What follows belongs to an exercise in optimizing a design on an open flow for small area and a short achievable clock period; a production flow would make more cautious choices. Function was checked by simulation only, so behaviour that the tests miss may differ from the original. Power is estimated from default activity; no workload was simulated.

==> design.v <==
`timescale 1ns/1ps
package cache_pkg;
	localparam int ADDR_WIDTH = 32;                  
	localparam int DATA_WIDTH = 32;
	localparam int BYTE_SEL_WIDTH = $clog2(DATA_WIDTH / 8);
	localparam int TAG_MAX = 28;
	localparam int META_WIDTH = TAG_MAX + 2;
	typedef logic [DATA_WIDTH-1:0] word_t;
	typedef logic [DATA_WIDTH/8-1:0] byte_en_t;
	typedef struct packed {
		logic               valid;
		logic               dirty;
		logic [TAG_MAX-1:0] tag;
	} line_meta_t;
endpackage
`timescale 1ns/1ps
package mem_bus_pkg;
	localparam logic BUS_READ  = 1'b0;    
	localparam logic BUS_WRITE = 1'b1;    
	typedef enum logic [2:0] {
		IDLE      = 3'd0,    
		WB_BURST  = 3'd1,    
		WB_DONE   = 3'd2,    
		RF_BURST  = 3'd3,    
		RF_FINISH = 3'd4     
	} miss_state_t;
endpackage
`timescale 1ns/1ps
module cache_read_mux #(
	parameter int N = 16,     
	parameter int W = 32      
) (
	input  logic [N-1:0]   sel,     
	input  logic [N*W-1:0] d,       
	output logic [W-1:0]   q
);
	always_comb begin
		q = '0;
		for (int k = 0; k < N; k++)
			q = q | ({W{sel[k]}} & d[k*W +: W]);
	end
endmodule
module cache_dec4 (
	input  logic [1:0] a,
	output logic [3:0] y
);
	assign y[0] = ~a[1] & ~a[0];
	assign y[1] = ~a[1] &  a[0];
	assign y[2] =  a[1] & ~a[0];
	assign y[3] =  a[1] &  a[0];
endmodule
module cache_sel16 (
	input  logic [3:0]  s,
	input  logic [3:0]  o,
	output logic [15:0] k
);
	for (genvar i = 0; i < 16; i++) begin : g_k
		assign k[i] = s[i / 4] & o[i % 4];
	end
endmodule
module cache_word_read #(
	parameter int W = 32
) (
	input  logic [15:0]     sel,    
	input  logic [16*W-1:0] d,      
	output logic [W-1:0]    qn      
);
	logic [7:0][W-1:0] p;    
	logic [1:0][W-1:0] h;    
	for (genvar i = 0; i < 8; i++) begin : g_pair
		cache_aoi22 #(.W(W)) u_p (
			.s0 (sel[2*i]),     .d0 (d[(2*i)*W +: W]),
			.s1 (sel[2*i+1]),   .d1 (d[(2*i+1)*W +: W]),
			.y  (p[i])
		);
	end
	for (genvar j = 0; j < 2; j++) begin : g_half
		cache_nand4 #(.W(W)) u_h (
			.a (p[4*j]), .b (p[4*j+1]), .c (p[4*j+2]), .d (p[4*j+3]),
			.y (h[j])
		);
	end
	cache_nor2 #(.W(W)) u_q (.a(h[0]), .b(h[1]), .y(qn));
endmodule
module cache_aoi22 #(
	parameter int W = 32
) (
	input  logic         s0,
	input  logic         s1,
	input  logic [W-1:0] d0,
	input  logic [W-1:0] d1,
	output logic [W-1:0] y
);
	assign y = ~(({W{s0}} & d0) | ({W{s1}} & d1));
endmodule
module cache_nand4 #(
	parameter int W = 32
) (
	input  logic [W-1:0] a,
	input  logic [W-1:0] b,
	input  logic [W-1:0] c,
	input  logic [W-1:0] d,
	output logic [W-1:0] y
);
	assign y = ~(a & b & c & d);
endmodule
module cache_nor2 #(
	parameter int W = 32
) (
	input  logic [W-1:0] a,
	input  logic [W-1:0] b,
	output logic [W-1:0] y
);
	assign y = ~(a | b);
endmodule
module cache_dec4n (
	input  logic [1:0] a,
	output logic [3:0] yn
);
	for (genvar i = 0; i < 4; i++) begin : g_y
		assign yn[i] = ~(a == 2'(i));
	end
endmodule
module cache_offsel_n (
	input  logic [1:0] off,
	input  logic [3:0] boh,     
	input  logic       idle,
	output logic [3:0] yn
);
	for (genvar i = 0; i < 4; i++) begin : g_y
		assign yn[i] = ~(boh[i] | (idle & (off == 2'(i))));
	end
endmodule
module cache_sel16n (
	input  logic [3:0]  sn,
	input  logic [3:0]  on,
	output logic [15:0] k
);
	for (genvar i = 0; i < 16; i++) begin : g_k
		assign k[i] = ~(sn[i / 4] | on[i % 4]);
	end
endmodule
`timescale 1ns/1ps
module cache_tag_match #(
	parameter int TW = 26
) (
	input  logic [TW-1:0] stored,
	input  logic [TW-1:0] addr_tag,
	output logic [2:0]    eqp        
);
	localparam int NG = (TW + 2) / 3;    
	logic [8:0] ne;       
	for (genvar g = 0; g < 9; g++) begin : g_grp
		localparam int LO = 3 * g;
		localparam int GW = (LO >= TW) ? 1 : ((TW - LO < 3) ? TW - LO : 3);
		if (LO < TW) begin : g_cmp
			cache_ne #(.W(GW)) u_ne (
				.a  (stored[LO +: GW]),
				.b  (addr_tag[LO +: GW]),
				.ne (ne[g])
			);
		end else begin : g_none
			assign ne[g] = 1'b0;
		end
	end
	for (genvar j = 0; j < 3; j++) begin : g_part
		assign eqp[j] = ~|ne[3*j +: 3];
	end
endmodule
module cache_ne #(
	parameter int W = 4
) (
	input  logic [W-1:0] a,
	input  logic [W-1:0] b,
	output logic         ne
);
	assign ne = ~&(a ~^ b);
endmodule
module cache_hit_mux #(
	parameter int NS = 4,
	parameter int W  = 8
) (
	input  logic [NS-1:0]      sv1,    
	input  logic [NS-1:0][2:0] eq1,    
	input  logic [W-1:0]       d0n,    
	input  logic [W-1:0]       d1n,    
	output logic [W-1:0]       q
);
	logic [NS-1:0] h;
	logic          sel1;
	for (genvar s = 0; s < NS; s++) begin : g_s
		assign h[s] = sv1[s] & (&eq1[s]);
	end
	assign sel1 = |h;
	assign q = ~(sel1 ? d1n : d0n);
endmodule
module cache_stall #(
	parameter int NS = 4
) (
	input  logic               req,
	input  logic               busy,
	input  logic [NS-1:0]      sv0,
	input  logic [NS-1:0]      sv1,
	input  logic [NS-1:0][2:0] eq0,
	input  logic [NS-1:0][2:0] eq1,
	output logic               stall
);
	logic [NS-1:0] h;
	for (genvar s = 0; s < NS; s++) begin : g_s
		assign h[s] = (sv0[s] & (&eq0[s])) | (sv1[s] & (&eq1[s]));
	end
	assign stall = req & (busy | ~|h);
endmodule
module cache_setv #(
	parameter int NS = 4
) (
	input  logic [1:0]    idx,
	input  logic [NS-1:0] valid,
	output logic [NS-1:0] sv
);
	for (genvar s = 0; s < NS; s++) begin : g_s
		assign sv[s] = (idx == 2'(s)) & valid[s];
	end
endmodule
`timescale 1ns/1ps
`timescale 1ns/1ps
module dcache_top (
	input  logic        clk,
	input  logic        rst,
	input  logic [31:0] cpu_addr,
	input  logic [3:0]  cpu_byte_en,
	input  logic        cpu_read,
	input  logic        cpu_write,
	input  logic [31:0] cpu_wr_data,
	output logic [31:0] cpu_rd_data,
	output logic        cpu_stall,
	output logic [31:0] mem_addr,
	output logic        mem_addr_valid,
	output logic        mem_we,
	output logic [31:0] mem_wr_data,
	output logic        mem_wr_valid,
	output logic        mem_wr_last,
	input  logic        mem_addr_ready,
	input  logic        mem_rd_valid,
	input  logic [31:0] mem_rd_data,
	input  logic        mem_wr_ready,
	input  logic        mem_wr_done
);
	localparam int NW = 2;     
	localparam int NS = 4;     
	localparam int NO = 4;     
	localparam int TW = 26;    
	logic [NW-1:0][NS-1:0][TW-1:0]   tag_q;
	logic [NW-1:0][NS-1:0]           valid_q;
	logic [NW-1:0][NS-1:0]           dirty_q;
	logic [NW-1:0][NS*NO-1:0][31:0]  data_q;     
	logic       busy;       
	logic       s_wb;       
	logic       s_wbd;      
	logic       s_rf;       
	logic       s_rff;      
	logic [1:0] beat;       
	logic       rr;         
	logic       vway;       
	logic       mav;        
	logic [3:0] burst_oh;   
	logic       idle_q;     
	logic [TW-1:0] cpu_tag;
	logic [1:0]    idx;
	logic [1:0]    cpu_off;
	logic          cpu_req;
	assign cpu_tag = cpu_addr[31:6];
	assign idx     = cpu_addr[5:4];
	assign cpu_off = cpu_addr[3:2];
	assign cpu_req = cpu_read | cpu_write;
	logic [NS-1:0] set_dec;
	cache_dec4 u_set_dec   (.a(idx), .y(set_dec));
	logic [NW-1:0][NS-1:0][2:0] eqp;     
	logic [NW-1:0][NS-1:0]      match;   
	logic [NW-1:0]              hit_w;
	logic                       hit;
	logic [NW-1:0][NS-1:0]      sv_h;    
	for (genvar w = 0; w < NW; w++) begin : g_hit
		for (genvar s = 0; s < NS; s++) begin : g_set
			cache_tag_match #(.TW(TW)) u_match (
				.stored   (tag_q[w][s]),
				.addr_tag (cpu_tag),
				.eqp      (eqp[w][s])
			);
			assign match[w][s] = valid_q[w][s] & (&eqp[w][s]);
		end
		assign hit_w[w] = |(set_dec & match[w]);
		cache_setv #(.NS(NS)) u_sv (.idx(idx), .valid(valid_q[w]), .sv(sv_h[w]));
	end
	assign hit = |hit_w;
	logic v0, v1, victim_way, wb_needed;
	assign v0 = |(set_dec & valid_q[0]);
	assign v1 = |(set_dec & valid_q[1]);
	assign victim_way = v0 ? (v1 ? rr : 1'b1) : 1'b0;
	assign wb_needed  = v0 & v1 & |(set_dec & (rr ? dirty_q[1] : dirty_q[0]));
	logic miss;
	assign miss = cpu_req & ~hit;
	cache_stall #(.NS(NS)) u_stall (
		.req     (cpu_req),
		.busy    (busy),
		.sv0     (sv_h[0]),
		.sv1     (sv_h[1]),
		.eq0     (eqp[0]),
		.eq1     (eqp[1]),
		.stall   (cpu_stall)
	);
	logic [NS*NO-1:0]    rsel;         
	logic [NW-1:0][31:0] rword_n;      
	logic [NS-1:0]       set_n, set_n_r;
	logic [NO-1:0]       off_n;
	cache_dec4n    u_set_n   (.a(idx), .yn(set_n));
	cache_dec4n    u_set_n_r (.a(idx), .yn(set_n_r));
	cache_offsel_n u_off_n   (.off(cpu_off), .boh(burst_oh), .idle(idle_q), .yn(off_n));
	cache_sel16n   u_rsel    (.sn(set_n), .on(off_n), .k(rsel));    
	logic [NW-1:0][NS*NO-1:0] rsel_r;    
	for (genvar w = 0; w < NW; w++) begin : g_rword
		cache_sel16n u_rsel (.sn(set_n_r), .on(off_n), .k(rsel_r[w]));
		cache_word_read #(.W(32)) u_rd (
			.sel (rsel_r[w]),
			.d   (data_q[w]),
			.qn  (rword_n[w])
		);
	end
	for (genvar b = 0; b < 4; b++) begin : g_rbyte
		cache_hit_mux #(.NS(NS), .W(8)) u_hmux (
			.sv1     (sv_h[1]),
			.eq1     (eqp[1]),
			.d0n     (rword_n[0][8*b +: 8]),
			.d1n     (rword_n[1][8*b +: 8]),
			.q       (cpu_rd_data[8*b +: 8])
		);
	end
	assign mem_wr_data = ~(vway ? rword_n[1] : rword_n[0]);
	logic [TW-1:0] wb_tag;     
	logic [TW-1:0] vtag;       
	cache_read_mux #(.N(NW * NS), .W(TW)) u_vtag (
		.sel ({set_dec & {NS{victim_way}}, set_dec & {NS{~victim_way}}}),
		.d   (tag_q),
		.q   (vtag)
	);
	assign mem_addr_valid = mav;
	assign mem_we         = s_wb;
	assign mem_wr_valid   = s_wb;
	assign mem_wr_last    = s_wb & (beat == 2'd3);
	assign mem_addr       = s_wb ? {wb_tag, idx, 4'b0000} : {cpu_tag, idx, 4'b0000};
	logic          wen;
	logic [NW-1:0] wway;
	logic [3:0]    wbe;
	logic [31:0]   wdata;
	assign wen   = busy ? (s_rf & mem_rd_valid) : cpu_write;
	assign wway  = busy ? {vway, ~vway} : hit_w;
	assign wbe   = busy ? 4'hf : cpu_byte_en;
	assign wdata = busy ? mem_rd_data : cpu_wr_data;
	for (genvar w = 0; w < NW; w++) begin : g_dway
		for (genvar k = 0; k < NS * NO; k++) begin : g_word
			for (genvar b = 0; b < 4; b++) begin : g_byte
				always_ff @(posedge clk) begin
					if (wen & wway[w] & rsel[k] & wbe[b])
						data_q[w][k][8*b +: 8] <= wdata[8*b +: 8];
				end
			end
		end
	end
	logic [NW-1:0][NS-1:0] fill;
	for (genvar w = 0; w < NW; w++) begin : g_mway
		for (genvar s = 0; s < NS; s++) begin : g_mset
			assign fill[w][s] = s_rff & (vway == 1'(w)) & set_dec[s];
			always_ff @(posedge clk) begin
				if (fill[w][s]) begin
					tag_q[w][s]   <= cpu_tag;
					dirty_q[w][s] <= 1'b0;
				end else if (~busy & cpu_write & hit_w[w] & set_dec[s]) begin
					dirty_q[w][s] <= 1'b1;
				end
			end
			always_ff @(posedge clk or negedge rst) begin
				if (!rst)
					valid_q[w][s] <= 1'b0;
				else if (fill[w][s])
					valid_q[w][s] <= 1'b1;
			end
		end
	end
	always_ff @(posedge clk or negedge rst) begin
		if (!rst) begin
			busy  <= 1'b0;
			s_wb  <= 1'b0;
			s_wbd <= 1'b0;
			s_rf  <= 1'b0;
			s_rff <= 1'b0;
			beat  <= 2'd0;
			rr    <= 1'b0;
			mav   <= 1'b0;
			burst_oh <= 4'b0000;
			idle_q   <= 1'b1;
		end else begin
			if (mav & mem_addr_ready)
				mav <= 1'b0;
			if (~busy & miss) begin
				busy <= 1'b1;
				mav  <= 1'b1;
				s_wb <= wb_needed;
				s_rf <= ~wb_needed;
				burst_oh <= 4'b0001;
				idle_q   <= 1'b0;
			end
			if (s_wb & mem_wr_ready) begin
				beat <= beat + 2'd1;
				burst_oh <= {burst_oh[2:0], burst_oh[3]};
				if (beat == 2'd3) begin
					s_wb  <= 1'b0;
					s_wbd <= 1'b1;
				end
			end
			if (s_wbd & mem_wr_done) begin
				s_wbd <= 1'b0;
				s_rf  <= 1'b1;
				mav   <= 1'b1;
			end
			if (s_rf & mem_rd_valid) begin
				beat <= beat + 2'd1;
				burst_oh <= {burst_oh[2:0], burst_oh[3]};
				if (beat == 2'd3) begin
					s_rf  <= 1'b0;
					s_rff <= 1'b1;
				end
			end
			if (s_rff) begin
				s_rff <= 1'b0;
				busy  <= 1'b0;
				burst_oh <= 4'b0000;
				idle_q   <= 1'b1;
				rr    <= ~rr;
			end
		end
	end
	always_ff @(posedge clk) begin
		if (~busy) begin
			vway   <= victim_way;
			wb_tag <= vtag;
		end
	end
endmodule
==> flow/run.sh <==
#!/bin/bash
# The standard layout with two changes to how it is made:
#  - ports get plain buffers (buf_4) instead of the resizer's default pick, a delay cell;
#  - the clock tree uses clkbuf_4/clkbuf_8 and no dummy loads.
# Synthesis, floorplan, power grid, placement, repair and routing are the standard flow's.
# make's full output goes to flow_make.log here; ORFS keeps each step's log under orfs/logs.
set -euo pipefail
cat >> config.mk <<'EOC'
export BUFFER_PORTS_ARGS = -buffer_cell sky130_fd_sc_hd__buf_4
export CTS_ARGS = -sink_clustering_enable -repair_clock_nets -dont_use_dummy_load -buf_list {sky130_fd_sc_hd__clkbuf_4 sky130_fd_sc_hd__clkbuf_8}
EOC
bash standard.sh > flow_make.log 2>&1
==> standard.sh <==
#!/bin/bash
# synth_recipe.tcl (not shown) runs the flow's synth.tcl, then flattens the netlist and writes it again
# the make line also repeats each setting of config.mk as NAME=value (left out here)
make -C /OpenROAD-flow-scripts/flow DESIGN_CONFIG=/design/flow/config.mk WORK_HOME=/design/flow/orfs CLKGATE_MAP_FILE= SYNTH_SCRIPT=/design/flow/synth_recipe.tcl "${@:-finish}"
==> config.mk <==
export PLATFORM = sky130hd
export DESIGN_NAME = dcache_top
export DESIGN_NICKNAME = dcache_top
export VERILOG_FILES = /design/flow/design.v
export SDC_FILE = /design/flow/constraint.sdc
export NUM_CORES = 4
export LEC_CHECK = 0
export CAP_MARGIN = 20
export CORE_MARGIN = 2
export CORE_UTILIZATION = 60
export PLACE_DENSITY = 0.75
export SETUP_SLACK_MARGIN = 2.2
export SLEW_MARGIN = 20
export SYNTH_HIERARCHICAL = 1
export SYNTH_MINIMUM_KEEP_SIZE = 0
export TNS_END_PERCENT = 100
export BUFFER_PORTS_ARGS = -buffer_cell sky130_fd_sc_hd__buf_4
export CTS_ARGS = -sink_clustering_enable -repair_clock_nets -dont_use_dummy_load -buf_list {sky130_fd_sc_hd__clkbuf_4 sky130_fd_sc_hd__clkbuf_8}
==> constraint.sdc <==
create_clock -name core_clock -period 6.5 [get_ports {clk}]
set_input_delay 1.3000 -clock core_clock [delete_from_list [all_inputs] [get_ports {clk}]]
set_output_delay 1.3000 -clock core_clock [all_outputs]
set_load 0.01 [all_outputs]
==> results_dict.tcl, run 1 <==
set metrics [dict create \
    outcome "no timing/DRC/antenna violations" \
    flip_flop_cell_with_the_highest_count_after_synthesis "edfxtp_1" \
    wl_met1_um 49510 \
    wl_per_cell_um 30.58 \
    tritoncts "done" \
    drt-initial-drc-count 4580 \
    critical_path.cell_chain "buf_12, inv_8, a31oi_4, buf_6, buf_8, nor2_4, buf_12, clkbuf_16, a22oi_2, nand4_1, nor2_4, mux2i_1, buf_4" \
    startpoint_type "input pin" \
    drc_errors 0 \
    final_gp_congestion 0.8544 \
    grt_pass1_wl_um 200200 \
    min_period_ns 4.564 \
    timing.hold.worst.class "input pin to asynchronous set/reset pin" \
    core_area_mm2 0.08528 \
    postSynth.asyncResetShare 0.01707 \
    regToRegStartpoint "tag_q[56]$_DFFE_PP_" \
    crit_fanout 12 \
    hold_slack_ns 0.3239 \
    slew-limit-headroom 0.1639 \
    detailedPlacementHpwl_um 85560 \
    setup_violation_total_in_the_final_timing_report 0 \
    ff2ff_path_depth 8 \
    cellLeakagePower_nw 18.92 \
    worstSetupPathType "input pin to output pin" \
    slew_at_the_pin_closest_to_its_max_slew_limit_ns 1.253 \
    preCtsSetupSlack_ns 1.279 \
    yosysSeqAreaShare 0.7448 \
    critical_path_required_ns 5.20 \
    syn_area_mm2 0.05171 \
    antenna_found_initial 7 \
    filler_instances 5117 \
    timing.setup.tns_ns 0 \
    globalRouteOverflowTotal 0 \
    syn_avg_cell_area_um2 16.83 \
    drt-pass1-iter-count 6 \
    die_x_um 297.6 \
    max_cap_viol_count 0 \
    fin_ws_ns 1.936 \
    instances_no_fill 4627 \
    final_layout_size_suffix_gt1_frac 0.2713 \
    number_of_enable_type_register_cells_in_the_synthesized_netlist 1259 \
    post-route-util 0.6996 \
    final_slew_violations 0 \
    combined_area_of_the_multi_input_logic_cells_mm2 0.01340 \
    worst_path_largest_cell_delay_ns 0.29 \
    regToRegEndpoint "data_q[155]$_DFFE_PP_" \
    ir_drop_mv 0.2230 \
    grt_start_max_net_pins 37 \
    floorplan.die_area_mm2 0.08855 \
    placement.cell_area_mm2 0.05402 \
    core.rowCount 107 \
    route.vias.total 31440 \
    fin_crit_sh 0.7022 \
    final_net_count 3587 \
    max_freq_mhz 219.1 \
    clkLatencyLatePin_ns 0.88 \
    synthesis_to_layout_area_growth_pct 15.36 \
    critical_path.slowest_cell "nand4_1" \
    tritoncts_num_sinks 1289 \
    ctsLongestPathBuffers 3 \
    synth_cell_type_count 52 \
    place.port_buffers 202 \
    floorplan.io_pins 209 \
    detail_route.vias_per_cell 6.795 \
    place.detailed.instances 4333 \
    htree_levels 4 \
    hold_violations 0 \
    worst_setup_path_end_kind "output pin" \
    initial_cell_density_of_the_core 0.6064 \
    rsz0062_at_grt "true" \
    route.top_layer_used "met5" \
    endpoint "cpu_rd_data[22]" \
    clk_transition_reported_paths_ns 0.06 \
    final_cell_area_mm2 0.05966 \
    timing.clock.skew_ns 0.08698 \
    r2r_slack_ns 3.14 \
    global_route.usage.total 0.3091 \
    area.sequential_mm2 0.03852 \
    met3WireLength_um 15290 \
    synth.ff_latch_count 1289 \
    cts_hold_buffers 0 \
    cts.root.buffer_cell "clkbuf_8" \
    worstSetupStartpoint "cpu_addr[3]" \
    drt_wl_total_um 141500 \
    postSynthCellCount 3072 \
    die_h_um 297.6 \
    via_count_of_the_first_global_routing_pass 31100 \
    critical_path_arrival_ns 3.26 \
    totalPowerFinal_mw 14.91 \
    power.density_mw_per_mm2 249.9 \
    antenna_left 0 \
    cts_buffer_count 193 \
    met2_length_um 69920 \
    synth.yosys.warnings 8 \
]
==> routing by layer <==
metal	up-vias	GRT usage
li1	13130	-
met1	15810	0.3902
met2	2096	0.5118
met3	397	0.07523
met4	6	0.1359
met5	-	0
==> synthesized netlist by cell type (all sizes together) (8+ instances only) <==
master  number  area (um2)
o21ai        8       70.07
nand4      187        1335
buf        151        1246
and3        11       71.31
nand3       73       365.4
dfrtp       21       525.5
a31oi       12       75.07
or2         15       101.4
xnor2      209        1831
a22oi      619        4647
mux2        62       701.9
mux2i       65       650.6
edfxtp    1259       37810
nor3        24       240.2
nor2b        8       50.05
nand2       27       101.4
and2       143       895.9
dfxtp        8       160.2
nor2       124       465.5
==> per-module statistics from Yosys, one instance, submodules excluded, excerpt <==
module / cell area, um2 / cells inside
dcache_top: 41420 / 1676
cache_offsel_n: 32.53 / 6
cache_dec4: 26.28 / 4
cache_dec4n: 22.52 / 4
cache_sel16n: 60.06 / 16
==> layout make-up <==
| class | count | area share |
|---|---|---|
| sequential | 1289 | 0.6457 |
| multi-input combinational | 1630 | 0.2246 |
| timing repair buffer | 361 | 0.06055 |
| clock buffer | 193 | 0.04453 |
| tap | 1144 | 0.02399 |
| inverter | 3 | 0.0003565 |
| antenna | 7 | 0.0002936 |
==> state kept, by name (all words and copies together), names as in the netlist <==
name      count
s_rf          1
busy          1
s_rff         1
rr            1
tag_q       208
beat          2
idle_q        1
burst_oh      4
s_wbd         1
wb_tag       26
data_q     1024
mav           1
valid_q       8
vway          1
s_wb          1
dirty_q       8
==> timing repair <==
item,CTS,global route
pin swaps,137,57
setup buffers,62,19
resized for setup,327,85
endpoints found under the hold margin,0,0
setup endpoints to repair,65,65
cloned,10,3
==> how the worst min path moves through the flow <==
stage	end	start	slack, ns	cells after the start
after detailed placement	dirty_q[5]$_SDFFE_PP0P_	dirty_q[5]$_SDFFE_PP0P_	0.46	2
after CTS	beat[0]$_DFFE_PN0P_	rst	0.27	1
after global routing	s_wbd$_DFFE_PN0P_	rst	0.33	1
final	burst_oh[1]$_DFFE_PN0P_	rst	0.32	1
after global placement	dirty_q[2]$_SDFFE_PP0P_	dirty_q[2]$_SDFFE_PP0P_	0.45	2
after floorplan	dirty_q[5]$_SDFFE_PP0P_	dirty_q[5]$_SDFFE_PP0P_	0.43	2
==> kinds of logic after synthesis <==
| logic type | Yosys count | synth area share |
|---|---|---|
| other | 1 | 0.00007252 |
| and+or+nand+nor | 629 | 0.07292 |
| xor gates and xnor gates | 210 | 0.03557 |
| muxes | 127 | 0.02615 |
| adders and majority gates | 1 | 0.0002419 |
| DFF | 1289 | 0.7448 |
| buffers and inverters | 156 | 0.02446 |
| AOI/OAI and AO/OA | 659 | 0.09574 |
==> critical path: cells and delay by family <==
kind                   cells  cell delay [ns]
AOI/OAI and AO/OA          2             0.36
buffers and inverters      7             0.89
muxes                      1             0.11
and+or+nand+nor            3             0.59
==> cells in the final DEF (no fill, tap or decap), types with 61 or more instances in the layout <==
cell | Yosys | final
edfxtp_1 | 1259 | 1259
a22oi_1 | 619 | 514
and2_1 | 142 | 142
xnor2_1 | 209 | 181
clkbuf_8 | 0 | 193
mux2i_1 | 65 | 63
a22oi_2 | 0 | 105
mux2_2 | 61 | 61
buf_4 | 11 | 259
nand4_1 | 169 | 169
nand3_1 | 73 | 63
==> power by group <==
part / switching (mW) / internal (mW) / leakage (nW)
clock network: 2.75 / 2.60 / 1.39
logic: 0.280 / 0.150 / 5.85
registers: 0 / 9.12 / 11.7
total: 3.03 / 11.9 / 18.9
==> run 2, diff against run 1 <==
==> flow/run.sh (replaced) <==
#!/bin/bash
# The standard layout with two changes to how it is made:
#  - ports get plain buffers (buf_2) instead of the resizer's default pick, a delay cell;
#  - the clock tree uses clkbuf_4/clkbuf_8, clusters of up to 15 sinks within 60 um,
#    and no dummy loads.
# Synthesis, floorplan, power grid, placement, repair and routing are the standard flow's.
# make's full output goes to flow_make.log here; ORFS keeps each step's log under orfs/logs.
set -euo pipefail
cat >> config.mk <<'EOC'
export BUFFER_PORTS_ARGS = -buffer_cell sky130_fd_sc_hd__buf_2
export CTS_ARGS = -sink_clustering_enable -repair_clock_nets -dont_use_dummy_load -sink_clustering_size 15 -sink_clustering_max_diameter 60 -buf_list {sky130_fd_sc_hd__clkbuf_4 sky130_fd_sc_hd__clkbuf_8}
EOC
bash standard.sh > flow_make.log 2>&1
==> config.mk (replaced) <==
export PLATFORM = sky130hd
export DESIGN_NAME = dcache_top
export DESIGN_NICKNAME = dcache_top
export VERILOG_FILES = /design/flow/design.v
export SDC_FILE = /design/flow/constraint.sdc
export NUM_CORES = 4
export LEC_CHECK = 0
export CAP_MARGIN = 20
export CORE_MARGIN = 2
export CORE_UTILIZATION = 70
export PLACE_DENSITY = 0.8
export SETUP_SLACK_MARGIN = 2.2
export SLEW_MARGIN = 20
export SYNTH_HIERARCHICAL = 1
export SYNTH_MINIMUM_KEEP_SIZE = 0
export TNS_END_PERCENT = 100
export BUFFER_PORTS_ARGS = -buffer_cell sky130_fd_sc_hd__buf_2
export CTS_ARGS = -sink_clustering_enable -repair_clock_nets -dont_use_dummy_load -sink_clustering_size 15 -sink_clustering_max_diameter 60 -buf_list {sky130_fd_sc_hd__clkbuf_4 sky130_fd_sc_hd__clkbuf_8}
==> run 2 against run 1 <==
  * Area after synthesis did not move
  * Via count is 1.4% higher
  * Non-clock buffer count grew 2
  * First-iteration DRC count is 7.1% higher
  * Maximum frequency rose by 1.3%
  * Hold slack improved by 0.16 ns
  * Combinational power rose by 5.8%
  * Critical endpoint is now mem_wr_data[17]
  * Sequential power is essentially flat
  * Sequential share of layout area up 0.81 points
  * Critical path type unchanged
  * Flip-flop and latch count did not move
  * Clock skew decreased by 0.012 ns
==> results_dict.tcl, run 2 <==
set metrics [dict create \
    outcome "no timing/DRC/antenna violations" \
    synthesis_to_layout_area_growth_pct 13.93 \
    layout_common_cells "edfxtp_1, a22oi_1, buf_2" \
    startpoint_type "input pin" \
    seq_power_share 0.685 \
    tritoncts "done" \
    tritoncts_num_sinks 1289 \
    route.vias.total 31870 \
    post_synth_most_frequent_cells "edfxtp_1, a22oi_1, xnor2_1" \
    worst_setup_path_end_kind "output pin" \
    floorplan.io_pins 209 \
    drt-pass1-iter-count 19 \
    number_of_enable_type_register_cells_in_the_synthesized_netlist 1259 \
    slew-limit-headroom 0.1483 \
    critical_path_required_ns 5.20 \
    p_sw_mw 2.697 \
    die_h_um 275.8 \
    drc_errors 0 \
    timing.clock.skew_ns 0.07538 \
    intPower_mw 10.60 \
    synth_cell_type_count 52 \
    grt_pass1_wl_um 196400 \
    combinationalPowerShare 0.034 \
    drt_wl_total_um 143900 \
    syn_avg_cell_area_um2 16.83 \
    ctsLongestPathBuffers 3 \
    antenna_found_initial 18 \
    share_clk_of_total_power 0.281 \
    grt_start_max_net_pins 37 \
    cts_buffer_count 97 \
    largest_registers "data_q: 1024 flops, tag_q: 208 flops, wb_tag: 26 flops" \
    final_gp_congestion 0.8958 \
    drt-initial-drc-count 4905 \
    flip_flop_cell_with_the_highest_count_after_synthesis "edfxtp_1" \
    htree_levels 3 \
    detailedPlacementHpwl_um 83400 \
    worstSetupPathType "input pin to output pin" \
    crit_fanout 16 \
    setup_violation_total_in_the_final_timing_report 0 \
    synthDominantCellAreaShare 0.7311 \
    cellLeakagePower_nw 18.60 \
    syn_area_mm2 0.05171 \
    hold_violations 0 \
    detail_route.vias_per_cell 7.299 \
    yosysSeqAreaShare 0.7448 \
    worst_path_largest_cell_delay_ns 0.31 \
    power.switching_fraction 0.2029 \
    clk_transition_reported_paths_ns 0.09 \
    via_count_of_the_first_global_routing_pass 30790 \
    cts.root.buffer_cell "clkbuf_8" \
    final_layout_size_suffix_gt1_frac 0.2888 \
    final_net_count 3494 \
    core_area_mm2 0.07308 \
    synth.yosys.warnings 8 \
    power.density_mw_per_mm2 225.6 \
    initial_cell_density_of_the_core 0.7076 \
    globalRouteOverflowTotal 0 \
    synth.ff_latch_count 1289 \
    place.port_buffers 202 \
    core.rowCount 99 \
    timing.setup.tns_ns 0 \
    largest_register_ff_count 1024 \
    clkLatencyLatePin_ns 0.76 \
    timing.hold.worst.class "register to register" \
    r2r_slack_ns 2.88 \
    min_period_ns 4.504 \
    ys_top_cells_by_area "edfxtp_1, a22oi_1, xnor2_1, nand4_1, and2_1" \
    floorplan.die_area_mm2 0.07607 \
    ir_drop_mv 0.2173 \
    final_cell_area_mm2 0.05892 \
    synth_area_leader_cell "edfxtp_1" \
    critical_path.slowest_cell "nand4_1" \
    global_route.usage.total 0.3589 \
    rsz0062_at_grt "true" \
    largest_reg_by_ff_count "data_q" \
    postSynthCellCount 3072 \
    antenna_left 0 \
    max_freq_mhz 222.0 \
    yosys.cell_count.top_type "edfxtp_1" \
    max_cap_viol_count 0 \
    wl_per_cell_um 32.95 \
    slew_at_the_pin_closest_to_its_max_slew_limit_ns 1.276 \
    fin_crit_sh 0.6929 \
    postSynth.asyncResetShare 0.01707 \
    mostFrequentLayoutCell "edfxtp_1" \
    die_x_um 275.8 \
    critical_path_arrival_ns 3.20 \
    critical_path.cell_chain "buf_12, inv_6, a31oi_4, buf_6, nor2_4, buf_8, a22oi_2, nand4_1, nor2_2, mux2i_1, buf_2" \
    final_slew_violations 0 \
    placement.cell_area_mm2 0.05329 \
]
[run 2: logic make-up (layout without fill, tap and decap cells)]
family          count (synthesis)  count (layout)  share of synthesized area
mux                           127             127                    0.02615
xor+xnor                      210             210                    0.03557
simple gates                  629             630                    0.07292
buf+inv                       156             463                    0.02446
compound gates                659             659                    0.09574
other cells                     1              28                 0.00007252
fa+ha+maj                       1               1                  0.0002419
flops                        1289            1289                     0.7448
[run 2: power groups by stage]
stage / sequential (mW) / clock, mW / combinational, mW
global route: 9.10 / 3.98 / 0.478
detailed placement: 9.29 / 0 / 0.356
global placement: 9.29 / 0 / 0.338
floorplan: 9.29 / 0 / 0.183
finish: 9.10 / 3.74 / 0.455
CTS: 9.10 / 3.68 / 0.415
[run 2: final timing paths]
path | to | startpoint | depth (start not counted)
max in group asynchronous | idle_q$_DFFE_PN1P_ | rst | 1
worst min-delay path | dirty_q[5]$_SDFFE_PP0P_ | dirty_q[5]$_SDFFE_PP0P_ | 2
worst max-delay path | mem_wr_data[17] | cpu_addr[3] | 11
min in group asynchronous | s_rf$_DFF_PN0_ | rst | 1
worst max register to register | data_q[135]$_DFFE_PP_ | tag_q[56]$_DFFE_PP_ | 8
worst min register to register | dirty_q[5]$_SDFFE_PP0P_ | dirty_q[5]$_SDFFE_PP0P_ | 2
[run 2: timing repair]
action / CTS / global route
resized for setup: 407 / 215
pin swaps: 117 / 113
cloned: 8 / 9
hold buffers: 0 / 0
endpoints found under the setup margin: 65 / 65
setup buffers: 59 / 23
[run 2: layer usage]
layer  vias up  part of all wire  track usage
met5         -           0.00033            0
met4         6             0.064       0.1801
met1     15860              0.33       0.4764
li1      12980                 -            -
met3       532              0.13      0.07490
met2      2489              0.48       0.5733
[run 2: per-stage QoR]
| stage | utilization | power [mW] | setup WS [ns] | cells | hold slack (ns) |
|---|---|---|---|---|---|
| floorplan | - | 9.473 | 2.348 | 3075 | 0.4313 |
| global placement | 0.7291 | 9.630 | 1.324 | 4146 | 0.4418 |
| detailed placement | 0.7291 | 9.648 | 1.266 | 4146 | 0.4643 |
| CTS | 0.7837 | 13.20 | 2.131 | 4310 | 0.4891 |
| global route | 0.8057 | 13.56 | 1.972 | 4350 | 0.5188 |
| finish | 0.8062 | 13.29 | 1.996 | 4366 | 0.4884 |
[run 2: layout make-up]
class / count / area [um2]
timing repair buffer: 363 / 3359
tap: 959 / 1200
inverter: 3 / 21.27
multi-input combinational: 1631 / 14420
clock buffer: 97 / 1335
antenna: 24 / 60.06
fill: 3444 / 14160
sequential: 1289 / 38520
[run 2: worst max-delay path, delay by kind of cell]
kind | cells | cell delay, ns
AO/OA/AOI/OAI | 2 | 0.41
buffers and inverters | 5 | 0.70
multiplexers | 1 | 0.10
AND/OR/NAND/NOR | 3 | 0.69
[run 2: modules after synthesis (local to each module, per instance), a selection]
module | cell area [um2] | flip-flops and latches
cache_dec4n | 22.52 | 0
dcache_top | 41420 | 1289
cache_dec4 | 26.28 | 0
cache_sel16n | 60.06 | 0
cache_offsel_n | 32.53 | 0
==> run 3, diff against run 2 <==
--- a/design.v
+++ b/design.v
@@ -26,20 +26,6 @@
 	} miss_state_t;
 endpackage
 `timescale 1ns/1ps
-module cache_read_mux #(
-	parameter int N = 16,     
-	parameter int W = 32      
-) (
-	input  logic [N-1:0]   sel,     
-	input  logic [N*W-1:0] d,       
-	output logic [W-1:0]   q
-);
-	always_comb begin
-		q = '0;
-		for (int k = 0; k < N; k++)
-			q = q | ({W{sel[k]}} & d[k*W +: W]);
-	end
-endmodule
 module cache_dec4 (
 	input  logic [1:0] a,
 	output logic [3:0] y
@@ -49,15 +35,6 @@
 	assign y[2] =  a[1] & ~a[0];
 	assign y[3] =  a[1] &  a[0];
 endmodule
-module cache_sel16 (
-	input  logic [3:0]  s,
-	input  logic [3:0]  o,
-	output logic [15:0] k
-);
-	for (genvar i = 0; i < 16; i++) begin : g_k
-		assign k[i] = s[i / 4] & o[i % 4];
-	end
-endmodule
 module cache_word_read #(
 	parameter int W = 32
 ) (
@@ -140,6 +117,23 @@
 		assign k[i] = ~(sn[i / 4] | on[i % 4]);
 	end
 endmodule
+module cache_tag_read #(
+	parameter int W = 26
+) (
+	input  logic [7:0]     sel,    
+	input  logic [8*W-1:0] d,      
+	output logic [W-1:0]   q
+);
+	logic [3:0][W-1:0] p;    
+	for (genvar i = 0; i < 4; i++) begin : g_pair
+		cache_aoi22 #(.W(W)) u_p (
+			.s0 (sel[2*i]),     .d0 (d[(2*i)*W +: W]),
+			.s1 (sel[2*i+1]),   .d1 (d[(2*i+1)*W +: W]),
+			.y  (p[i])
+		);
+	end
+	cache_nand4 #(.W(W)) u_q (.a(p[0]), .b(p[1]), .c(p[2]), .d(p[3]), .y(q));
+endmodule
 `timescale 1ns/1ps
 module cache_tag_match #(
 	parameter int TW = 26
@@ -336,10 +330,11 @@
 		);
 	end
 	assign mem_wr_data = ~(vway ? rword_n[1] : rword_n[0]);
-	logic [TW-1:0] wb_tag;     
-	logic [TW-1:0] vtag;       
-	cache_read_mux #(.N(NW * NS), .W(TW)) u_vtag (
-		.sel ({set_dec & {NS{victim_way}}, set_dec & {NS{~victim_way}}}),
+	logic [NS-1:0] set_v;
+	logic [TW-1:0] vtag;
+	cache_dec4 u_set_dec_v (.a(idx), .y(set_v));
+	cache_tag_read #(.W(TW)) u_vtag (
+		.sel ({set_v & {NS{vway}}, set_v & {NS{~vway}}}),
 		.d   (tag_q),
 		.q   (vtag)
 	);
@@ -347,7 +342,7 @@
 	assign mem_we         = s_wb;
 	assign mem_wr_valid   = s_wb;
 	assign mem_wr_last    = s_wb & (beat == 2'd3);
-	assign mem_addr       = s_wb ? {wb_tag, idx, 4'b0000} : {cpu_tag, idx, 4'b0000};
+	assign mem_addr       = s_wb ? {vtag, idx, 4'b0000} : {cpu_tag, idx, 4'b0000};
 	logic          wen;
 	logic [NW-1:0] wway;
 	logic [3:0]    wbe;
@@ -440,9 +435,7 @@
 		end
 	end
 	always_ff @(posedge clk) begin
-		if (~busy) begin
-			vway   <= victim_way;
-			wb_tag <= vtag;
-		end
+		if (~busy)
+			vway <= victim_way;
 	end
 endmodule
==> run 3 against run 2 <==
  * Still clean
  * Clock power decreased by 2%
  * Synthesized cell count down 0.75%
  * Flip-flop and latch count fell by 26
  * Area after synthesis is 0.49% lower
  * Sequential share of layout area down 0.74 points
  * Critical endpoint is now cpu_rd_data[29]
==> results_dict.tcl, run 3 <==
set metrics [dict create \
    synthDominantCellAreaShare 0.7195 \
    startpoint_type "input pin" \
    drc_errors 0 \
    floorplan.die_area_mm2 0.07570 \
    post_synth_most_frequent_cells "edfxtp_1, a22oi_1, xnor2_1" \
    place.port_buffers 202 \
    max_freq_mhz 212.8 \
    worstSetupPathType "input pin to output pin" \
    route.vias.total 31520 \
    worst_setup_path_end_kind "output pin" \
    instances_no_fill 4357 \
    synth.ff_latch_count 1263 \
    grt_pass1_wl_um 193000 \
    yosys.cell_count.top_type "edfxtp_1" \
    synth.yosys.warnings 7 \
    min-delay-start "dirty_q[0]$_SDFFE_PP0P_" \
    max_cap_viol_count 0 \
    cts_buffer_count 96 \
    ir_drop_mv 0.2372 \
    final_net_count 3502 \
    timing.setup.tns_ns 0 \
    postSynthCellCount 3049 \
    place.detailed.instances 4129 \
    largest_register_ff_count 1024 \
    placement.cell_area_mm2 0.05303 \
    hold_slack_ns 0.4912 \
    wl_per_cell_um 32.17 \
    tritoncts "done" \
    worstSetupStartpoint "cpu_addr[4]" \
    rsz0062_at_grt "true" \
    yosysSeqAreaShare 0.7333 \
    final_slew_violations 0 \
    drt_wl_total_um 140200 \
    cts.root.buffer_cell "clkbuf_8" \
    setup_violation_total_in_the_final_timing_report 0 \
    via_count_of_the_first_global_routing_pass 30290 \
    cts_hold_buffers 0 \
    power.density_mw_per_mm2 223.2 \
    crit_fanout 32 \
    globalRouteOverflowTotal 0 \
    synth_cell_type_count 53 \
    slew-limit-headroom 0.2180 \
    critical_path_arrival_ns 3.40 \
    number_of_enable_type_register_cells_in_the_synthesized_netlist 1233 \
    core_area_mm2 0.07283 \
    timing.hold.worst.class "register to register" \
    global_route.usage.total 0.3541 \
    synth_area_leader_cell "edfxtp_1" \
    core.rowCount 99 \
    layout_common_cells "edfxtp_1, a22oi_1, a22oi_2" \
    combined_area_of_the_multi_input_logic_cells_mm2 0.01435 \
    hold_violations 0 \
    detail_route.vias_per_cell 7.234 \
    r2r_slack_ns 3.06 \
    final_layout_size_suffix_gt1_frac 0.3035 \
    final_gp_congestion 0.8795 \
    die_x_um 275.1 \
    syn_area_mm2 0.05146 \
    initial_cell_density_of_the_core 0.7065 \
    antenna_found_initial 5 \
    ys_top_cells_by_area "edfxtp_1, a22oi_1, xnor2_1, nand4_1, a22oi_2" \
    detailedPlacementHpwl_um 82420 \
    postSynth.asyncResetShare 0.01742 \
    area.sequential_mm2 0.03774 \
    fin_crit_sh 0.7228 \
    grt_start_max_net_pins 41 \
    antenna_left 0 \
    tritoncts_num_sinks 1263 \
    mostFrequentLayoutCell "edfxtp_1" \
    filler_instances 3516 \
    regToRegStartpoint "tag_q[124]$_DFFE_PP_" \
    largest_registers "data_q: 1024 flops, tag_q: 208 flops" \
    syn_avg_cell_area_um2 16.88 \
    timing.clock.skew_ns 0.09484 \
    outcome "no timing/DRC/antenna violations" \
    final_cell_area_mm2 0.05839 \
    clk_transition_reported_paths_ns 0.09 \
    min_period_ns 4.698 \
    ctsLongestPathBuffers 3 \
    clkLatencyLatePin_ns 0.77 \
    htree_levels 3 \
    synthesis_to_layout_area_growth_pct 13.47 \
    largest_reg_by_ff_count "data_q" \
    flip_flop_cell_with_the_highest_count_after_synthesis "edfxtp_1" \
    die_h_um 275.1 \
    drt-pass1-iter-count 6 \
    totalPowerFinal_mw 13.03 \
    floorplan.io_pins 209 \
    critical_path_required_ns 5.20 \
    slew_at_the_pin_closest_to_its_max_slew_limit_ns 1.172 \
    drt-initial-drc-count 5107 \
    cellLeakagePower_nw 18.33 \
]
## run 3: cell count changes after synthesis, sizes merged
cell	before	now
and2	143	144
and2b	1	2
buf	151	150
edfxtp	1259	1233
nor2	124	125
nor2b	8	9
## run 3: path summary, 6_finish.rpt
check	endpoint	depth (start not counted)
min in group asynchronous	mav$_DFFE_PN0P_	1
setup reg to reg	data_q[874]$_DFFE_PP_	9
max in group asynchronous	valid_q[0]$_DFFE_PN0P_	1
hold reg to reg	dirty_q[0]$_SDFFE_PP0P_	2
hold / removal	dirty_q[0]$_SDFFE_PP0P_	2
setup / recovery	cpu_rd_data[29]	9
## run 3: cell type report
cell class                 count  share of cell area
tap                          959             0.02055
multi-input combinational   1638              0.2457
timing repair buffer         391             0.06401
clock buffer                  96             0.02263
antenna                        7           0.0003000
inverter                       3           0.0004929
sequential                  1263              0.6463
## run 3: metrics by stage
step | setup WS, ns | utilization
finish | 1.802 | 0.8017
global route | 1.810 | 0.8015
CTS | 2.137 | 0.7849
detailed placement | 1.179 | 0.7280
global placement | 1.225 | 0.7280
floorplan | 2.348 | -
## run 3: per-module statistics from Yosys (local to each module, per instance), a selection
module	cell area, um2	times used	cells inside	flip-flops and latches
cache_offsel_n	32.53	1	6	0
dcache_top	40690	1	1649	1263
cache_sel16n	60.06	3	16	0
cache_dec4	26.28	2	4	0
cache_dec4n	22.52	2	4	0
## run 3: routing by layer
layer / GRT usage / part of all wire / vias up
li1: - / - / 12910
met1: 0.4884 / 0.35 / 15700
met5: 0 / 0 / -
met3: 0.07716 / 0.13 / 433
met2: 0.5528 / 0.47 / 2477
met4: 0.1579 / 0.050 / 0
## run 3: timing repair
action,in CTS,in global routing
setup buffers,68,39
endpoints found under the setup margin,91,82
gates cloned,15,3
resized for setup,420,148
pin swaps,142,129
## run 3: cell families after synthesis
group | Yosys count | share of synthesized area
AND/OR/NAND/NOR | 633 | 0.07365
other | 1 | 0.00007287
multiplexers | 127 | 0.02628
XOR/XNOR | 210 | 0.03574
flip-flops | 1263 | 0.7333
AO/OA/AOI/OAI | 659 | 0.1055
adder cells (fa/ha/maj) | 1 | 0.0002431
buffers and inverters | 155 | 0.02521
## run 3: critical path: stages
cell,delay [ns]
buf_8,0.20
nand2b_4,0.30
nor2_2,0.08
buf_12,0.18
a22oi_2,0.37
nand4_1,0.38
nor2_4,0.27
mux2i_1,0.11
buf_2,0.15
## run 3: report_power, final
part | switching [mW] | total [mW] | internal, mW | leakage (nW)
logic | 0.297 | 0.455 | 0.159 | 6.19
registers | 0 | 8.92 | 8.92 | 11.4
clock network | 2.34 | 3.66 | 1.32 | 0.690
total | 2.64 | 13.0 | 10.4 | 18.3
==> run 4, diff against run 3 <==
--- a/design.v
+++ b/design.v
@@ -134,6 +134,16 @@
 	end
 	cache_nand4 #(.W(W)) u_q (.a(p[0]), .b(p[1]), .c(p[2]), .d(p[3]), .y(q));
 endmodule
+module cache_wen16 (
+	input  logic [3:0]  sn,
+	input  logic [3:0]  on,
+	input  logic        cn,
+	output logic [15:0] en
+);
+	for (genvar i = 0; i < 16; i++) begin : g_k
+		assign en[i] = ~(sn[i / 4] | on[i % 4] | cn);
+	end
+endmodule
 `timescale 1ns/1ps
 module cache_tag_match #(
 	parameter int TW = 26
@@ -303,14 +313,14 @@
 		.eq1     (eqp[1]),
 		.stall   (cpu_stall)
 	);
-	logic [NS*NO-1:0]    rsel;         
 	logic [NW-1:0][31:0] rword_n;      
 	logic [NS-1:0]       set_n, set_n_r;
 	logic [NO-1:0]       off_n;
 	cache_dec4n    u_set_n   (.a(idx), .yn(set_n));
 	cache_dec4n    u_set_n_r (.a(idx), .yn(set_n_r));
+	logic [NO-1:0]       off_n_w;      
 	cache_offsel_n u_off_n   (.off(cpu_off), .boh(burst_oh), .idle(idle_q), .yn(off_n));
-	cache_sel16n   u_rsel    (.sn(set_n), .on(off_n), .k(rsel));    
+	cache_offsel_n u_off_n_w (.off(cpu_off), .boh(burst_oh), .idle(idle_q), .yn(off_n_w));
 	logic [NW-1:0][NS*NO-1:0] rsel_r;    
 	for (genvar w = 0; w < NW; w++) begin : g_rword
 		cache_sel16n u_rsel (.sn(set_n_r), .on(off_n), .k(rsel_r[w]));
@@ -351,11 +361,15 @@
 	assign wway  = busy ? {vway, ~vway} : hit_w;
 	assign wbe   = busy ? 4'hf : cpu_byte_en;
 	assign wdata = busy ? mem_rd_data : cpu_wr_data;
+	logic [NW-1:0][3:0]             col_n;
+	logic [NW-1:0][3:0][NS*NO-1:0]  den;
 	for (genvar w = 0; w < NW; w++) begin : g_dway
-		for (genvar k = 0; k < NS * NO; k++) begin : g_word
-			for (genvar b = 0; b < 4; b++) begin : g_byte
+		for (genvar b = 0; b < 4; b++) begin : g_byte
+			assign col_n[w][b] = ~(wen & wway[w] & wbe[b]);
+			cache_wen16 u_wen (.sn(set_n), .on(off_n_w), .cn(col_n[w][b]), .en(den[w][b]));
+			for (genvar k = 0; k < NS * NO; k++) begin : g_word
 				always_ff @(posedge clk) begin
-					if (wen & wway[w] & rsel[k] & wbe[b])
+					if (den[w][b][k])
 						data_q[w][k][8*b +: 8] <= wdata[8*b +: 8];
 				end
 			end
==> flow/run.sh (replaced) <==
#!/bin/bash
# The standard layout with two changes to how it is made:
#  - ports get plain buffers (buf_2) instead of the resizer's default pick, a delay cell;
#  - the clock tree uses clkbuf_4/clkbuf_8, clusters of up to 12 sinks within 50 um,
#    and no dummy loads.
# Synthesis, floorplan, power grid, placement, repair and routing are the standard flow's.
# make's full output goes to flow_make.log here; ORFS keeps each step's log under orfs/logs.
set -euo pipefail
cat >> config.mk <<'EOC'
export BUFFER_PORTS_ARGS = -buffer_cell sky130_fd_sc_hd__buf_2
export CTS_ARGS = -sink_clustering_enable -repair_clock_nets -dont_use_dummy_load -sink_clustering_size 12 -sink_clustering_max_diameter 50 -buf_list {sky130_fd_sc_hd__clkbuf_4 sky130_fd_sc_hd__clkbuf_8}
EOC
bash standard.sh > flow_make.log 2>&1
==> config.mk (replaced) <==
export PLATFORM = sky130hd
export DESIGN_NAME = dcache_top
export DESIGN_NICKNAME = dcache_top
export VERILOG_FILES = /design/flow/design.v
export SDC_FILE = /design/flow/constraint.sdc
export NUM_CORES = 4
export LEC_CHECK = 0
export CAP_MARGIN = 20
export CORE_MARGIN = 2
export CORE_UTILIZATION = 70
export PLACE_DENSITY = 0.8
export SETUP_SLACK_MARGIN = 2.0
export SLEW_MARGIN = 20
export SYNTH_HIERARCHICAL = 1
export SYNTH_MINIMUM_KEEP_SIZE = 0
export TNS_END_PERCENT = 100
export BUFFER_PORTS_ARGS = -buffer_cell sky130_fd_sc_hd__buf_2
export CTS_ARGS = -sink_clustering_enable -repair_clock_nets -dont_use_dummy_load -sink_clustering_size 12 -sink_clustering_max_diameter 50 -buf_list {sky130_fd_sc_hd__clkbuf_4 sky130_fd_sc_hd__clkbuf_8}
==> run 4 against run 3 <==
  * Sequential share of layout area up 0.28 points
  * Utilization down 0.068 points
  * Combinational power rose to 12 times the previous value
  * Synthesized cell count down 0.16%
  * Global-route usage down 0.28 points
  * Critical path type unchanged
  * Non-clock buffer count up 35
  * Worst setup slack better by 0.062 ns
  * Count of clock-buffer cells in the layout up 22
  * Maximum frequency up 1.3%
  * Final area down 0.42%
  * Largest power group unchanged
==> results_dict.tcl, run 4 <==
set metrics [dict create \
    combined_area_of_the_multi_input_logic_cells_mm2 0.01387 \
    route.vias.total 32230 \
    initial_cell_density_of_the_core 0.7045 \
    syn_avg_cell_area_um2 16.80 \
    fin_crit_sh 0.7133 \
    grt_start_max_net_pins 34 \
    regToRegEndpoint "data_q[625]$_DFFE_PP_" \
    ys_top_cells_by_area "edfxtp_1, a22oi_1, xnor2_1, nand4_1, a22oi_2" \
    yosys.cell_count.top_type "edfxtp_1" \
    outcome "no timing/DRC/antenna violations" \
    clk_transition_reported_paths_ns 0.08 \
    filler_instances 3588 \
    combinationalPowerShare 0.276 \
    floorplan.io_pins 209 \
    final_net_count 3549 \
    timing.hold.worst.class "register to register" \
    tritoncts "done" \
    detail_route.vias_per_cell 7.326 \
    worst_setup_path_end_kind "output pin" \
    final_gp_congestion 0.9184 \
    wl_per_cell_um 31.80 \
    r2r_slack_ns 2.51 \
    grt_pass1_wl_um 192900 \
    postSynthCellCount 3044 \
    max_freq_mhz 215.7 \
    crit_fanout 8 \
    synth_cell_type_count 55 \
    cts_buffer_count 118 \
    number_of_enable_type_register_cells_in_the_synthesized_netlist 1233 \
    power.density_mw_per_mm2 331.5 \
    place.port_buffers 202 \
    global_route.usage.total 0.3513 \
    rsz0062_at_grt "true" \
    intPower_mw 13.01 \
    synth.ff_latch_count 1263 \
    drc_errors 0 \
    die_x_um 274.3 \
    min_period_ns 4.636 \
    critical_path_required_ns 5.20 \
    final_slew_violations 0 \
    totalPowerFinal_mw 19.28 \
    via_count_of_the_first_global_routing_pass 31070 \
    drt_wl_total_um 139900 \
    regToRegStartpoint "tag_q[163]$_DFFE_PP_" \
    slew-limit-headroom 0.2138 \
    floorplan.die_area_mm2 0.07523 \
    core_area_mm2 0.07259 \
    detailedPlacementHpwl_um 82720 \
    syn_area_mm2 0.05114 \
    drt-pass1-iter-count 6 \
    timing.setup.tns_ns 0 \
    core.rowCount 99 \
    die_h_um 274.3 \
    power.switching_fraction 0.3249 \
    share_clk_of_total_power 0.210 \
    ctsLongestPathBuffers 3 \
    cts.root.buffer_cell "clkbuf_8" \
    endpoint "mem_wr_data[24]" \
    cellLeakagePower_nw 18.08 \
    synthDominantCellAreaShare 0.7240 \
    mostFrequentLayoutCell "edfxtp_1" \
    placement.cell_area_mm2 0.05298 \
    largest_register_ff_count 1024 \
    clkLatencyLatePin_ns 0.79 \
    max_cap_viol_count 0 \
    critical_path_arrival_ns 3.34 \
    antenna_found_initial 8 \
    setup_violation_total_in_the_final_timing_report 0 \
    ff2ff_path_depth 12 \
    slew_at_the_pin_closest_to_its_max_slew_limit_ns 1.170 \
    postSynth.asyncResetShare 0.01742 \
    globalRouteOverflowTotal 0 \
    largest_registers "data_q: 1024 flops, tag_q: 208 flops" \
    antenna_left 0 \
    area.sequential_mm2 0.03774 \
    synthesis_to_layout_area_growth_pct 13.70 \
    ir_drop_mv 0.3528 \
    worstSetupStartpoint "cpu_addr[2]" \
    tritoncts_num_sinks 1263 \
    post_synth_most_frequent_cells "edfxtp_1, a22oi_1, xnor2_1" \
    hold_violations 0 \
    final_layout_size_suffix_gt1_frac 0.3037 \
    synth_area_leader_cell "edfxtp_1" \
    htree_levels 3 \
    largest_reg_by_ff_count "data_q" \
    final_cell_area_mm2 0.05814 \
    drt-initial-drc-count 4858 \
    worstSetupPathType "input pin to output pin" \
    layout_common_cells "edfxtp_1, a22oi_1, xnor2_1" \
    yosysSeqAreaShare 0.7380 \
    startpoint_type "input pin" \
    flip_flop_cell_with_the_highest_count_after_synthesis "edfxtp_1" \
    timing.clock.skew_ns 0.07983 \
    seq_power_share 0.514 \
    synth.yosys.warnings 7 \
    p_sw_mw 6.262 \
]
run 4: area by class of cell:
type / count / area share
Antenna cell: 3 / 0.0001291
Clock buffer: 118 / 0.02793
Inverter: 14 / 0.0009469
Multi-Input combinational cell: 1617 / 0.2386
Sequential cell: 1263 / 0.6491
Tap cell: 959 / 0.02064
Timing Repair Buffer: 426 / 0.06264
run 4: routing by layer:
metal  global-route usage  vias up  part of all wire
met5                    0        -           0.00023
met4               0.1729        6             0.055
met3              0.06664      474              0.12
met2               0.5612     2562              0.48
met1               0.4716    16060              0.34
li1                     -    13130                 -
run 4: power groups by stage:
stage	Combinational, mW	Sequential [mW]	Clock, mW
final	5.31	9.92	4.05
after global routing	5.45	9.93	4.35
after CTS	4.67	9.89	4.01
after detailed placement	4.30	10.1	0
after global placement	4.12	10.0	0
after floorplan	2.52	9.99	0
run 4: worst min-delay path by stage:
stage / slack [ns] / startpoint / endpoint / depth (start not counted)
finish: 0.45 / dirty_q[6]$_SDFFE_PP0P_ / dirty_q[6]$_SDFFE_PP0P_ / 2
global route: 0.48 / dirty_q[6]$_SDFFE_PP0P_ / dirty_q[6]$_SDFFE_PP0P_ / 2
CTS: 0.45 / dirty_q[6]$_SDFFE_PP0P_ / dirty_q[6]$_SDFFE_PP0P_ / 2
detailed placement: 0.44 / dirty_q[6]$_SDFFE_PP0P_ / dirty_q[6]$_SDFFE_PP0P_ / 2
global placement: 0.43 / dirty_q[7]$_SDFFE_PP0P_ / dirty_q[7]$_SDFFE_PP0P_ / 2
floorplan: 0.42 / dirty_q[6]$_SDFFE_PP0P_ / dirty_q[6]$_SDFFE_PP0P_ / 2
run 4: modules after synthesis, one instance, submodules excluded, a selection:
module,cells inside,copies in the design,cell area [um2]
cache_dec4,4,2,26.28
cache_dec4n,4,2,22.52
cache_offsel_n,6,2,32.53
cache_sel16n,16,2,60.06
cache_wen16,18,8,90.09
dcache_top,1510,1,39670
run 4: cells by family after synthesis:
family | synth area share
XOR/XNOR | 0.03597
buffers and inverters | 0.02608
AND/OR/NAND/NOR | 0.06755
multiplexers | 0.02660
adder cells (fa/ha/maj) | 0.0002446
other | 0.00007333
flip-flops | 0.7380
AO/OA/AOI/OAI | 0.1055
run 4: through the flow:
| step | worst slack (ns) | util | cells | hold WS, ns |
|---|---|---|---|---|
| 6_report | 1.864 | 0.8010 | 4400 | 0.4516 |
| 3_3_place_gp | 1.203 | 0.7291 | 4139 | 0.4312 |
| 4_1_cts | 1.994 | 0.7735 | 4335 | 0.4502 |
| 3_5_place_dp | 1.209 | 0.7299 | 4140 | 0.4387 |
| 2_1_floorplan | 2.438 | - | 3047 | 0.4220 |
| 5_1_grt | 1.852 | 0.8009 | 4398 | 0.4762 |
run 4: repair_timing:
action	4_1_cts	5_1_grt
gates cloned	6	6
setup endpoints to repair	91	78
hold endpoints to repair	0	0
buffers inserted	71	55
pin swaps	57	93
gates resized for setup	196	169
hold buffers	0	0
run 4: critical path, stage by stage:
cell,delay (ns)
buf_12,0.10
inv_4,0.04
a31oi_4,0.19
buf_6,0.19
buf_12,0.12
nor2_4,0.04
buf_4,0.20
a22oi_1,0.26
nand4_1,0.34
nor2_4,0.26
mux2i_1,0.11
buf_2,0.17
==> run 5, diff against run 4 <==
--- a/design.v
+++ b/design.v
@@ -68,6 +68,22 @@
 	input  logic [W-1:0] d1,
 	output logic [W-1:0] y
 );
+	for (genvar i = 0; i < W; i = i + 2) begin : g_b
+		localparam int PW = (W - i < 2) ? W - i : 2;
+		cache_aoi22_n #(.W(PW)) u_g (
+			.s0(s0), .s1(s1), .d0(d0[i +: PW]), .d1(d1[i +: PW]), .y(y[i +: PW])
+		);
+	end
+endmodule
+module cache_aoi22_n #(
+	parameter int W = 2
+) (
+	input  logic         s0,
+	input  logic         s1,
+	input  logic [W-1:0] d0,
+	input  logic [W-1:0] d1,
+	output logic [W-1:0] y
+);
 	assign y = ~(({W{s0}} & d0) | ({W{s1}} & d1));
 endmodule
 module cache_nand4 #(
==> run 5 against run 4 <==
  * Global-route usage down 0.080 points
  * First-iteration DRC count down 16%
  * Largest power group unchanged
  * Register-to-register slack better by 0.11 ns
  * Highest routed layer unchanged
  * Count of clock-buffer cells in the layout up 12
  * Sequential power about the same
  * Die area down 2.9%
  * Area after synthesis down 2.9%
  * Hold slack worse by 0.0028 ns
  * Critical path depth unchanged
==> results_dict.tcl, run 5 <==
set metrics [dict create \
    outcome "no timing/DRC/antenna violations" \
    syn_avg_cell_area_um2 16.98 \
    final_layout_size_suffix_gt1_frac 0.2660 \
    yosysSeqAreaShare 0.7603 \
    global_route.usage.met2 0.5739 \
    initial_cell_density_of_the_core 0.7076 \
    largest_reg_by_ff_count "data_q" \
    place.port_buffers 202 \
    post_synth_most_frequent_cells "edfxtp_1, a22oi_1, xnor2_1" \
    synth.ff_latch_count 1263 \
    crit_fanout 9 \
    detailedPlacementHpwl_um 82120 \
    worstSetupStartpoint "cpu_addr[3]" \
    cts_buffer_count 130 \
    tritoncts "done" \
    die_h_um 270.3 \
    rsz0062_at_grt "true" \
    synthesis_to_layout_area_growth_pct 14.92 \
    largest_registers "data_q: 1024 flops, tag_q: 208 flops" \
    drt-initial-drc-count 4077 \
    timing.hold.worst.class "register to register" \
    via_count_of_the_first_global_routing_pass 30880 \
    slew-limit-headroom 0.1967 \
    detail_route.vias_per_cell 7.220 \
    regToRegStartpoint "tag_q[56]$_DFFE_PP_" \
    core.rowCount 97 \
    preCtsSetupSlack_ns 0.9173 \
    setup_violation_total_in_the_final_timing_report 0 \
    hold_violations 0 \
    startpoint_type "input pin" \
    synth.yosys.warnings 7 \
    final_gp_congestion 0.9152 \
    timing.setup.tns_ns 0 \
    combined_area_of_the_multi_input_logic_cells_mm2 0.01321 \
    drt-pass1-iter-count 8 \
    mostFrequentLayoutCell "edfxtp_1" \
    die_x_um 270.3 \
    floorplan.die_area_mm2 0.07305 \
    min-delay-start "dirty_q[7]$_SDFFE_PP0P_" \
    fin_ws_ns 1.848 \
    layout_common_cells "edfxtp_1, a22oi_1, xnor2_1" \
    clkLatencyLatePin_ns 0.81 \
    synthDominantCellAreaShare 0.7459 \
    critical_path_arrival_ns 3.35 \
    min_period_ns 4.652 \
    fin_crit_sh 0.7157 \
    grt_start_max_net_pins 48 \
    critical_path_required_ns 5.20 \
    worstSetupPathType "input pin to output pin" \
    floorplan.io_pins 209 \
    clk_transition_reported_paths_ns 0.08 \
    max_freq_mhz 214.9 \
    synth_area_leader_cell "edfxtp_1" \
    route.vias.total 31420 \
    slew_at_the_pin_closest_to_its_max_slew_limit_ns 1.196 \
    drt_wl_total_um 134600 \
    final_slew_violations 0 \
    ys_top_cells_by_area "edfxtp_1, a22oi_1, xnor2_1, nand4_1, mux2_2" \
    globalRouteMet1Util 0.4422 \
    globalRoute.busiestLayer "met2" \
    area.sequential_mm2 0.03774 \
    global_route.usage.total 0.3505 \
    synth_cell_type_count 53 \
    flip_flop_cell_with_the_highest_count_after_synthesis "edfxtp_1" \
    ir_drop_mv 0.3103 \
    globalRouteOverflowTotal 0 \
    power.density_mw_per_mm2 338.0 \
    postSynthCellCount 2924 \
    largest_register_ff_count 1024 \
    tritoncts_num_sinks 1263 \
    drc_errors 0 \
    timing.clock.skew_ns 0.1141 \
    number_of_enable_type_register_cells_in_the_synthesized_netlist 1233 \
    ctsLongestPathBuffers 3 \
    filler_instances 3490 \
    cts_hold_buffers 0 \
    cts.root.buffer_cell "clkbuf_8" \
    yosys.cell_count.top_type "edfxtp_1" \
    core_area_mm2 0.07015 \
    worst_setup_path_end_kind "output pin" \
    antenna_found_initial 3 \
    htree_levels 4 \
    grt_pass1_wl_um 188500 \
    wl_per_cell_um 30.93 \
    globalRouteMet3Util 0.08233 \
    final_net_count 3521 \
    syn_area_mm2 0.04964 \
    max_cap_viol_count 0 \
    cellLeakagePower_nw 17.79 \
    antenna_left 0 \
    postSynth.asyncResetShare 0.01742 \
]
==> run 5: worst max-delay path, cell delays in order <==
cell and delay [ns]:
buf_6 0.14, inv_2 0.10, a31oi_4 0.19, buf_12 0.18
nor2_4 0.05, buf_4 0.19, buf_4 0.18, a22oi_1 0.18
nand4_1 0.28, nor2_2 0.25, mux2i_1 0.10, buf_2 0.17
==> run 5: cell type report <==
class | count | area share
flip-flops and latches | 1263 | 0.6617
clock buffers | 130 | 0.03137
diodes | 2 | 0.00008774
inverters | 14 | 0.0009651
well taps | 940 | 0.02062
multi-input cells | 1613 | 0.2315
repair buffers | 390 | 0.05376
==> run 5: routing by layer <==
metal / wire [um] / vias to the layer above
met5: 23 / -
met4: 7332 / 4
met3: 16000 / 463
met1: 45080 / 15500
met2: 66190 / 2403
li1: - / 13060
==> run 5: Yosys stat by module, one instance, submodules excluded, a selection <==
module          flip-flops and latches  cells  times used
cache_wen16                          0     18           8
cache_dec4                           0      4           2
cache_offsel_n                       0      6           2
cache_sel16n                         0     16           2
dcache_top                        1263   1510           1
cache_dec4n                          0      4           2
==> run 5: repair_timing <==
action                                  in CTS  in global routing
gates cloned                                 1                  5
endpoints found under the setup margin      91                 64
gates resized for setup                    184                126
pin swaps                                   80                 60
buffers inserted                            58                 19
endpoints found under the hold margin        0                  0
==> run 5: stage by stage <==
step | power (mW) | util | std cells | instance area (um2) | hold slack [ns]
2_1_floorplan | 12.32 | - | 2927 | 49730 | 0.4220
3_3_place_gp | 14.13 | 0.7490 | 4131 | 52540 | 0.4339
3_5_place_dp | 14.34 | 0.7500 | 4133 | 52610 | 0.4347
4_1_cts | 18.76 | 0.7952 | 4322 | 55780 | 0.4470
5_1_grt | 19.76 | 0.8131 | 4351 | 57040 | 0.4734
6_report | 19.28 | 0.8131 | 4352 | 57040 | 0.4488
==> run 5: cells by family (layout without fill, tap and decap cells) <==
logic type | count (synthesis) | after routing | synth area share
compound gates | 667 | 667 | 0.1002
buf+inv | 53 | 534 | 0.005092
mux | 128 | 128 | 0.02740
xor+xnor | 210 | 210 | 0.03705
other cells | 1 | 6 | 0.00007555
flops | 1263 | 1263 | 0.7603
simple gates | 601 | 603 | 0.06960
fa+ha+maj | 1 | 1 | 0.0002520
==> run 5: power by group <==
group / total, mW / switching [mW] / internal [mW]
Clock: 4.22 / 2.44 / 1.78
Sequential: 9.92 / 0.177 / 9.74
Combinational: 5.14 / 3.56 / 1.58
==> run 5: worst paths after layout <==
kind,cells after the start,to,slack (ns)
worst max-delay path,12,mem_wr_data[10],1.85
worst min-delay path,2,dirty_q[7]$_SDFFE_PP0P_,0.45
worst min register to register,2,dirty_q[7]$_SDFFE_PP0P_,0.45
max in group asynchronous,1,busy$_DFFE_PN0P_,5.56
worst max register to register,9,data_q[466]$_DFFE_PP_,2.62
min in group asynchronous,1,valid_q[5]$_DFFE_PN0P_,0.52

[what the ideal ports hide]
How much do the figures lean on ideal ports? The routed layouts below were timed once more, with nothing changed but the port constraints.
Step 1, drivers: a clkbuf_16 drives clk and a buf_2 each remaining input, both assumed.
Step 2 times the ports against the registers' clock, not the clock port: input delays grow and output delays shrink by t, the midpoint of the rising clock arrivals with the driver on.
Slacks: ideal ports / drivers / drivers and shift; pairs: ideal ports / drivers.
| run | t, ns | setup slack, ns | slew at the worst register clock pin (ns) |
|---|---|---|---|
| run 1 | 0.907 | 1.936 / 1.798 / 1.798 | 0.08 / 0.08 |
| run 2 | 0.786 | 1.996 / 1.852 / 1.574 | 0.12 / 0.12 |
| run 3 | 0.781 | 1.802 / 1.644 / 1.644 | 0.11 / 0.11 |
| run 4 | 0.810 | 1.864 / 1.705 / 1.462 | 0.10 / 0.10 |
| run 5 | 0.822 | 1.848 / 1.708 / 1.529 | 0.09 / 0.09 |
After both steps setup and hold are still met in every run listed. For run 2, which loses most, drivers alone change the setup slack by -0.144 ns; drivers and shift together by -0.422 ns.
